This is an optimization exercise on Yosys and OpenROAD, whose aim is small area, a short achievable clock period and few clock cycles, not a production implementation.
RTL that was checked went through simulation tests only; none was proved equivalent to the original.
Power figures rest on the tool's default switching activity, not on a simulated workload.

==> flow/design.v <==
`default_nettype none
package kdr_pkg;
  localparam int DATA_W = 32;
  localparam int PARAM_W = 16;
  localparam int ACT_W = 3;
  localparam int CFG_IDX_W = 3;
  localparam int KEY_COUNT_DEF = 32;
  localparam int TIMER_BITS_DEF = 16;
  localparam logic [ACT_W-1:0] ACT_TICK   = 3'd0;
  localparam logic [ACT_W-1:0] ACT_PRESS  = 3'd1;
  localparam logic [ACT_W-1:0] ACT_REPEAT = 3'd2;
  localparam logic [ACT_W-1:0] ACT_SHORT  = 3'd3;
  localparam logic [ACT_W-1:0] ACT_LONG   = 3'd4;
  localparam logic [ACT_W-1:0] ACT_CHORD  = 3'd5;
  localparam logic [CFG_IDX_W-1:0] REG_ENABLED     = 3'd0;
  localparam logic [CFG_IDX_W-1:0] REG_ACTIVE_HIGH = 3'd1;
  localparam logic [CFG_IDX_W-1:0] REG_REPEAT_KEYS = 3'd2;
  localparam logic [CFG_IDX_W-1:0] REG_FIRST_DELAY = 3'd3;
  localparam logic [CFG_IDX_W-1:0] REG_PERIOD      = 3'd4;
  localparam logic [PARAM_W-1:0] FIRST_DELAY_RST = 16'd50;
  localparam logic [PARAM_W-1:0] PERIOD_RST      = 16'd20;
  typedef struct packed {
    logic [DATA_W-1:0]  enabled_keys;
    logic [DATA_W-1:0]  active_high_keys;
    logic [DATA_W-1:0]  repeat_keys;
    logic [PARAM_W-1:0] repeat_first_delay;
    logic [PARAM_W-1:0] repeat_period;
  } kdr_cfg_t;
  typedef struct packed {
    logic [ACT_W-1:0]  action;
    logic [DATA_W-1:0] pin_levels;
    logic [DATA_W-1:0] query_mask;
  } kdr_item_t;
  typedef struct packed {
    logic [DATA_W-1:0] selected_keys;
    logic [DATA_W-1:0] pending_presses;
    logic [DATA_W-1:0] debounced_keys;
  } kdr_res_t;
endpackage
`default_nettype wire
`default_nettype none
import kdr_pkg::*;
module kdr_cfg_regs (
  input  wire logic  clk,
  input  wire logic  rst_n,
  input  wire logic                 cfg_valid,
  output      logic                 cfg_ready,
  input  wire logic [CFG_IDX_W-1:0] cfg_index,
  input  wire logic [DATA_W-1:0]    cfg_data,
  output kdr_pkg::kdr_cfg_t   cfg,
  output      logic                 fd_one     
);
  logic [DATA_W-1:0]  en_r, ah_r, rk_r;
  logic [PARAM_W-1:0] fd_r, per_r;
  logic               fd_one_r;
  logic [DATA_W-1:0]  wd;
  logic [PARAM_W-1:0] wd_fd, wd_per;
  logic               we_en, we_ah, we_rk, we_fd, we_per;
  assign cfg_ready = 1'b1;
  assign wd     = cfg_data & {DATA_W{rst_n}};
  assign wd_fd  = (cfg_data[PARAM_W-1:0] & {PARAM_W{rst_n}}) | (FIRST_DELAY_RST & {PARAM_W{~rst_n}});
  assign wd_per = (cfg_data[PARAM_W-1:0] & {PARAM_W{rst_n}}) | (PERIOD_RST & {PARAM_W{~rst_n}});
  assign we_en  = ~rst_n | (cfg_valid & (cfg_index == REG_ENABLED));
  assign we_ah  = ~rst_n | (cfg_valid & (cfg_index == REG_ACTIVE_HIGH));
  assign we_rk  = ~rst_n | (cfg_valid & (cfg_index == REG_REPEAT_KEYS));
  assign we_fd  = ~rst_n | (cfg_valid & (cfg_index == REG_FIRST_DELAY));
  assign we_per = ~rst_n | (cfg_valid & (cfg_index == REG_PERIOD));
  always_ff @(posedge clk) begin
    if (we_en)  en_r  <= wd;
    if (we_ah)  ah_r  <= wd;
    if (we_rk)  rk_r  <= wd;
    if (we_fd)  fd_r  <= wd_fd;
    if (we_fd)  fd_one_r <= (wd_fd == PARAM_W'(1));
    if (we_per) per_r <= wd_per;
  end
  assign fd_one                 = fd_one_r;
  assign cfg.enabled_keys       = en_r;
  assign cfg.active_high_keys   = ah_r;
  assign cfg.repeat_keys        = rk_r;
  assign cfg.repeat_first_delay = fd_r;
  assign cfg.repeat_period      = per_r;
endmodule
`default_nettype wire
`default_nettype none
import kdr_pkg::*;
module kdr_state (
  input  wire logic                 clk,
  input  wire logic                 rst_n,
  input  wire logic                 acc,
  input  wire logic [ACT_W-1:0]     action,
  input  wire logic [DATA_W-1:0]    pins,
  input  wire logic [DATA_W-1:0]    q,
  input  wire kdr_pkg::kdr_cfg_t    cfg,
  input  wire logic                 fd_one,    
  output      logic [DATA_W-1:0]    sel_o,
  output      logic [DATA_W-1:0]    press_o,
  output      logic [DATA_W-1:0]    stable_o
);
  logic [DATA_W-1:0]  press_r, stable_r, rep_r, cnt_a_r, cnt_b_r, sel_r;
  logic [PARAM_W-1:0] tmr_r;
  logic               tpend_r;
  logic [DATA_W-1:0] en, ah, rk;
  assign en = cfg.enabled_keys;
  assign ah = cfg.active_high_keys;
  assign rk = cfg.repeat_keys;
  logic                any_rk;
  logic                rep_fire;
  logic [PARAM_W-1:0]  tmr_any, tmr_none;
  assign any_rk   = |(stable_r & rk);
  assign tmr_any  = (tmr_r == PARAM_W'(1)) ? cfg.repeat_period : tmr_r - 1'b1;
  assign tmr_none = fd_one ? cfg.repeat_period
                                                            : cfg.repeat_first_delay - 1'b1;
  assign rep_fire = tpend_r && (tmr_r == PARAM_W'(1));
  logic d_tick, d_press, d_rep, d_short, d_long, d_chord, chord_ok;
  assign d_tick  = (action == ACT_TICK);
  assign d_press = (action == ACT_PRESS);
  assign d_rep   = (action == ACT_REPEAT);
  assign d_short = (action == ACT_SHORT);
  assign d_long  = (action == ACT_LONG);
  assign d_chord = (action == ACT_CHORD);
  assign chord_ok = &(press_r | ~q);
  logic t_run;       
  logic t_hold;      
  logic s_all;       
  logic c_rep;       
  assign t_run   = acc & d_tick & rst_n;
  assign t_hold  = ~(acc & d_tick) & rst_n;
  assign s_all   = d_press | (d_chord & chord_ok);
  assign c_rep   = acc & (d_rep | d_long);
  logic [DATA_W-1:0] lvl, dis, tg, reff, psel, sel;
  assign lvl  = ~(pins ^ ah);                             
  assign dis  = {DATA_W{t_run}} & en & (stable_r ^ lvl);   
  assign tg   = dis & cnt_b_r & ~cnt_a_r;                 
  assign reff = rep_r | ({DATA_W{rep_fire}} & stable_r & rk);
  assign psel = q & press_r & ({DATA_W{s_all}} | ({DATA_W{d_short}} & ~stable_r) |
                               ({DATA_W{d_long}} & reff));
  assign sel  = (q & reff & {DATA_W{d_rep}}) | psel;
  always_ff @(posedge clk) begin
    cnt_a_r  <= (dis & ~cnt_b_r) | ({DATA_W{t_hold}} & cnt_a_r);
    cnt_b_r  <= (dis & cnt_a_r)  | ({DATA_W{t_hold}} & cnt_b_r);
    stable_r <= (stable_r & {DATA_W{rst_n}}) ^ tg;
    press_r  <= (press_r & ~(psel & {DATA_W{acc}}) & {DATA_W{rst_n}}) | (tg & lvl);
    rep_r    <= reff & ~(q & {DATA_W{c_rep}}) & {DATA_W{rst_n}};
  end
  always_ff @(posedge clk) begin
    if (!rst_n) begin
      tmr_r   <= '0;
      tpend_r <= 1'b0;
    end else begin
      tpend_r <= acc && d_tick;
      if (tpend_r) begin
        tmr_r <= any_rk ? tmr_any : tmr_none;
      end
    end
  end
  always_ff @(posedge clk) begin
    if (acc) begin
      sel_r <= sel;
    end
  end
  assign sel_o    = sel_r;
  assign press_o  = press_r;
  assign stable_o = stable_r;
endmodule
`default_nettype wire
`default_nettype none
import kdr_pkg::*;
module key_debounce_repeat_unit #(
  parameter int KEY_COUNT  = KEY_COUNT_DEF,
  parameter int TIMER_BITS = TIMER_BITS_DEF
) (
  input wire logic   clk,
  input wire logic   rst_n,
  input  wire logic                 in_valid,
  output      logic                 in_ready,
  input  wire logic [ACT_W-1:0]     in_action,
  input  wire logic [DATA_W-1:0]    in_pin_levels,
  input  wire logic [DATA_W-1:0]    in_query_mask,
  output      logic                 out_valid,
  input  wire logic                 out_ready,
  output      logic [DATA_W-1:0]    out_selected_keys,
  output      logic [DATA_W-1:0]    out_pending_presses,
  output      logic [DATA_W-1:0]    out_debounced_keys,
  input  wire logic                 cfg_valid,
  output      logic                 cfg_ready,
  input  wire logic [CFG_IDX_W-1:0] cfg_index,
  input  wire logic [DATA_W-1:0]    cfg_data
);
  kdr_pkg::kdr_cfg_t cfg;
  logic              fd_one;
  logic              out_v_r;
  logic              acc;
  kdr_cfg_regs u_cfg (
    .clk       (clk),
    .rst_n     (rst_n),
    .cfg_valid (cfg_valid),
    .cfg_ready (cfg_ready),
    .cfg_index (cfg_index),
    .cfg_data  (cfg_data),
    .cfg       (cfg),
    .fd_one    (fd_one)
  );
  assign in_ready = !out_v_r || out_ready;
  assign acc      = in_valid && in_ready;
  kdr_state u_state (
    .clk      (clk),
    .rst_n    (rst_n),
    .acc      (acc),
    .action   (in_action),
    .pins     (in_pin_levels),
    .q        (in_query_mask),
    .cfg      (cfg),
    .fd_one   (fd_one),
    .sel_o    (out_selected_keys),
    .press_o  (out_pending_presses),
    .stable_o (out_debounced_keys)
  );
  always_ff @(posedge clk) begin
    if (!rst_n) begin
      out_v_r <= 1'b0;
    end else if (in_ready) begin
      out_v_r <= in_valid;
    end
  end
  assign out_valid = out_v_r;
endmodule
`default_nettype wire
clock: 5.0 ns
lec_check: 0
cap_margin: 20
core_margin: 2
core_utilization: 45
setup_slack_margin: 2.65
slew_margin: 20
standard.sh (not shown) runs the stock make flow with config.mk's settings and CLKGATE_MAP_FILE= SYNTH_SCRIPT=/design/flow/synth_recipe.tcl, a recipe that flattens the netlist after the stock synthesis.
==> flow/flow/run.sh <==
#!/bin/bash
# The standard layout, with two changes: ports are buffered with plain buf_1
# cells (timing repair may upsize them) instead of the delay cells buffer_ports
# picks by default, and clock tree synthesis uses larger sink clusters and
# inserts no dummy loads.
set -euo pipefail
export BUFFER_PORTS_ARGS="-buffer_cell sky130_fd_sc_hd__buf_1"
export CTS_ARGS="-sink_clustering_enable -repair_clock_nets -dont_use_dummy_load -sink_clustering_size 12 -sink_clustering_max_diameter 50 -buf_list {sky130_fd_sc_hd__clkbuf_8}"
bash standard.sh > standard_flow.log 2>&1
Testbench counts at the start, summed over its fixed seeds: cycles 24,131.
Next try:
--- a/flow/design.v
+++ b/flow/design.v
@@ -119,29 +119,36 @@
   assign d_long  = (action == ACT_LONG);
   assign d_chord = (action == ACT_CHORD);
   assign chord_ok = &(press_r | ~q);
   logic t_run;       
   logic t_hold;      
-  logic s_all;       
+  logic c_all;       
+  logic c_short;     
+  logic c_long;      
   logic c_rep;       
   assign t_run   = acc & d_tick & rst_n;
   assign t_hold  = ~(acc & d_tick) & rst_n;
-  assign s_all   = d_press | (d_chord & chord_ok);
+  assign c_all   = acc & (d_press | (d_chord & chord_ok));
+  assign c_short = acc & d_short;
+  assign c_long  = acc & d_long;
   assign c_rep   = acc & (d_rep | d_long);
-  logic [DATA_W-1:0] lvl, dis, tg, reff, psel, sel;
+  logic [DATA_W-1:0] lvl, dis, tg, reff, pclr, sel;
   assign lvl  = ~(pins ^ ah);                             
   assign dis  = {DATA_W{t_run}} & en & (stable_r ^ lvl);   
   assign tg   = dis & cnt_b_r & ~cnt_a_r;                 
   assign reff = rep_r | ({DATA_W{rep_fire}} & stable_r & rk);
-  assign psel = q & press_r & ({DATA_W{s_all}} | ({DATA_W{d_short}} & ~stable_r) |
-                               ({DATA_W{d_long}} & reff));
-  assign sel  = (q & reff & {DATA_W{d_rep}}) | psel;
+  assign pclr = q & (({DATA_W{c_all}}) | ({DATA_W{c_short}} & ~stable_r) |
+                     ({DATA_W{c_long}} & reff));
+  assign sel  = q & (({DATA_W{d_rep}} & reff) |
+                     (press_r & (({DATA_W{d_press | (d_chord & chord_ok)}}) |
+                                 ({DATA_W{d_short}} & ~stable_r) |
+                                 ({DATA_W{d_long}} & reff))));
   always_ff @(posedge clk) begin
     cnt_a_r  <= (dis & ~cnt_b_r) | ({DATA_W{t_hold}} & cnt_a_r);
     cnt_b_r  <= (dis & cnt_a_r)  | ({DATA_W{t_hold}} & cnt_b_r);
     stable_r <= (stable_r & {DATA_W{rst_n}}) ^ tg;
-    press_r  <= (press_r & ~(psel & {DATA_W{acc}}) & {DATA_W{rst_n}}) | (tg & lvl);
+    press_r  <= (press_r & ~pclr & {DATA_W{rst_n}}) | (tg & lvl);
     rep_r    <= reff & ~(q & {DATA_W{c_rep}}) & {DATA_W{rst_n}};
   end
   always_ff @(posedge clk) begin
     if (!rst_n) begin
       tmr_r   <= '0;
- fmax falls by 1.3%
- combinational power falls by about 4.4%
- wire length hardly moves
- via count rises by 0.96%
- register-to-register slack degrades by 0.06 ns
- global-route usage falls by 0.27 points
The RTL of the second run of this note was laid out without a check of its function.

==> port drivers added, routing unchanged <==
In the flow no input, the clock included, has a driving cell. The finished layouts below were timed again as built, in two steps. Step 1 sets driving cells, clkbuf_16 on the clock port and buf_2 on the other inputs (assumed; they add their load-dependent delay and slew). Step 2 times the ports against the registers' clock, not the clock port: input delays grow and output delays shrink by t, the midpoint of the rising clock arrivals with the driver on. Three values: ideal, step 1, step 2; two values: the first two.
run | t, ns | setup slack, ns | pins driven straight from the clock port
the first run | 0.592 | 2.644 / 2.619 / 2.067 | 1
the second run | 0.591 | 2.612 / 2.623 / 2.032 | 1
After both steps setup and hold are still met in every run listed. For the second run, which loses most, drivers alone change the setup slack by +0.011 ns; drivers and shift together by -0.580 ns.
